What follows belongs to an exercise in optimizing a design on an open flow for small area, a short achievable clock period and few clock cycles; a production flow would make more cautious choices.
Function was checked by simulation only, so behaviour that the tests miss may differ from the original.
Power figures rest on the tool's default switching activity, not on a simulated workload.

Design keyframe_motion_selector, start of the top module:
module keyframe_motion_selector (
    input  wire logic                             i_clk,
    input  wire logic                             i_rst_n,
    input  wire logic                             i_in_valid,
    output logic                                  o_in_ready,
    input  wire logic [kms_pkg::MEAN_W-1:0]       i_frame_mean,
    input  wire logic                             i_frame_empty,
    input  wire logic [kms_pkg::RATIO_W-1:0]      i_change_to_next,
    input  wire logic                             i_last_frame,
    output logic                                  o_out_valid,
    input  wire logic                             i_out_ready,
    output logic [kms_pkg::OUT_IDX_W-1:0]         o_before_frame,
    output logic [kms_pkg::OUT_IDX_W-1:0]         o_after_frame,
    output logic [kms_pkg::RATIO_W-1:0]           o_peak_ratio,
    output logic                                  o_overflow,
    input  wire logic                             psel,
    input  wire logic                             penable,
    input  wire logic                             pwrite,
    input  wire logic [kms_pkg::PADDR_W-1:0]      paddr,
    input  wire logic [kms_pkg::PDATA_W-1:0]      pwdata,
    output logic [kms_pkg::PDATA_W-1:0]           prdata,
    output logic                                  pready
);
Size: about 880 cells after synthesis, ~150 I/O pins, ~7100 sq um of cells after synthesis.
export LEC_CHECK = 0
export ABC_AREA = 1
export CAP_MARGIN = 20
export CORE_MARGIN = 2
export CORE_UTILIZATION = 45
export PLACE_DENSITY = 0.6
export SETUP_SLACK_MARGIN = 4.1
export SLEW_MARGIN = 20
export SYNTH_MEMORY_MAX_BITS = 8192
create_clock -name core_clock -period 6.5 [get_ports {i_clk}]
standard.sh (not shown) runs the stock make flow with config.mk's settings and CLKGATE_MAP_FILE= SYNTH_SCRIPT=/design/flow/synth_recipe.tcl, a recipe that flattens the netlist after the stock synthesis.
==> flow/flow/run.sh <==
#!/bin/bash
set -euo pipefail
export BUFFER_PORTS_ARGS="-buffer_cell sky130_fd_sc_hd__buf_1"
export CTS_ARGS="-sink_clustering_enable -repair_clock_nets -dont_use_dummy_load -buf_list sky130_fd_sc_hd__clkbuf_8 -sink_clustering_size 30"
bash standard.sh > standard.log 2>&1
Testbench counts at the start, summed over its fixed seeds: cycles 9,184.
==> next run, changes <==
--- a/flow/design.v
+++ b/flow/design.v
@@ -194,16 +194,17 @@
     logic [8:0]  rem_dec;
     logic [8:0]  rem_start;
     logic        q_u;           
     logic        aft_we_u;
     logic        aft_we_n;
     logic        bef_we_u;
     logic        first_m_u;
     logic        contrib;
+    logic [16:0] peak_base;
     always_comb begin
         u       = a_u;
         ratio   = ~a_rn;
         last    = a_last;
         kept    = !r_cnt[8];
         k       = r_cnt[7:0];
         fresh   = r_fresh;
         pm_link = r_pu && r_pm;
@@ -212,16 +213,17 @@
         rem_start = {r_min_run[8:1], r_min_run[0] || (r_min_run[8:1] == 8'd0)};
         q_u     = (r_any_m || pm_link) &&
                   (ps_link ? ((r_rem[8:2] == 7'd0) && !(r_rem[1] && r_rem[0])) : (r_min_run[8:1] == 8'd0));
         aft_we_u  = q_u || pm_link || !r_locked;
         aft_we_n  = !r_locked && !r_any_u;
         first_m_u = pm_link && !r_any_m;
         bef_we_u  = fresh || first_m_u || !r_any_u;
         contrib   = !last && (k != 8'hFF);
+        peak_base = fresh ? 17'd0 : r_peak;
         gt_peak   = !carry17t(r_peak, a_rn, 1'b1);     
     end
     always_ff @(posedge i_clk) begin
         if (!i_rst_n) begin
             r_cnt    <= 9'd0;
             r_fresh  <= 1'b1;
             r_pu     <= 1'b0;
             r_any_u  <= 1'b0;
@@ -245,39 +247,27 @@
             end
         end
     end
     always_ff @(posedge i_clk) begin
         if (adv && kept) begin
             r_pm  <= !carry17(a_rn, r_motion_thr, 1'b0);    
             r_ps  <= carry17(r_stable_thr, a_rn, 1'b1);     
             r_rem <= ps_link ? rem_dec : rem_start;    
-        end
-    end
-    logic       aft_load;
-    logic       bef_load;
-    logic       pk_take;
-    logic       pk_keep;
-    logic [7:0] bef_d;
-    always_comb begin
-        aft_load = adv && kept && (u ? aft_we_u : aft_we_n);
-        bef_load = adv && kept && (u ? bef_we_u : fresh);
-        bef_d    = first_m_u ? (k - 8'd1) : k;
-        pk_take  = adv && kept && contrib && (fresh || gt_peak);
-        pk_keep  = !pk_take && !(adv && kept && fresh);
-    end
-    always_ff @(posedge i_clk) begin
-        if (aft_load) begin
-            r_after <= k;
-        end
-        if (bef_load) begin
-            r_before <= bef_d;
-        end
-        r_peak   <= ({17{pk_take}} & ratio) | ({17{pk_keep}} & r_peak);
-        r_over   <= (adv && !kept) || (r_over && !(adv && fresh));
+            if (u ? aft_we_u : aft_we_n) begin
+                r_after <= k;
+            end
+            if (u ? bef_we_u : fresh) begin
+                r_before <= first_m_u ? (k - 8'd1) : k;
+            end
+            r_peak <= (contrib && (fresh || gt_peak)) ? ratio : peak_base;
+        end
+        if (adv) begin
+            r_over <= !kept || (r_over && !fresh);
+        end
     end
     assign o_out_valid    = r_out_valid;
     assign o_before_frame = r_before;
     assign o_after_frame  = r_after;
     assign o_peak_ratio   = r_peak;
     assign o_overflow     = r_over;
 endmodule
 `default_nettype wire
=>
- The new run completed with no timing, DRC or antenna violations
- clock-buffer cell count stays the same
- power is higher by 0.31%
- routed wire length came out lower by 1.2%
- via count came out lower by 1.1%
- utilization rises by 1.6 points
- setup slack gets worse by 35 ps
- die area fell by 0.58%
- sequential share of layout area goes up by 2.0 points
- maximum frequency drops by 1.5%
- global-route usage went down by 0.65 points
- sequential cell count does not change
- non-clock buffer count is higher by 4
- clock power is about the same
- synthesized area is lower by 0.60%
Testbench counts after the change, summed over its fixed seeds: cycles 9,184.

-- what the ideal ports hide --
Ports are ideal in the flow. The routed layouts listed here were re-timed in OpenROAD. Step 1 assumes that a clkbuf_16 drives the clock port and a buf_2 every other input. Step 2 times the ports against the registers' clock, not the clock port: input delays grow and output delays shrink by t, the midpoint of the rising clock arrivals with the driver on. Three values: no drivers, after step 1, after step 2; two values: the first two.
| run | t, ns | slack for setup (ns) | worst setup path at the end | worst register clock-pin slew, ns | cell pins on the clock port's net |
|---|---|---|---|---|---|
| the first run | 0.477 | 4.180 / 4.144 / 3.739 | input to register | 0.09 / 0.09 | 1 |
| the second run | 0.477 | 4.145 / 4.110 / 3.679 | input to register | 0.08 / 0.08 | 1 |
After both steps setup and hold are still met in every run listed. The setup slack of the second run, which loses most, moves by -0.035 ns with the drivers and by -0.466 ns with both steps.
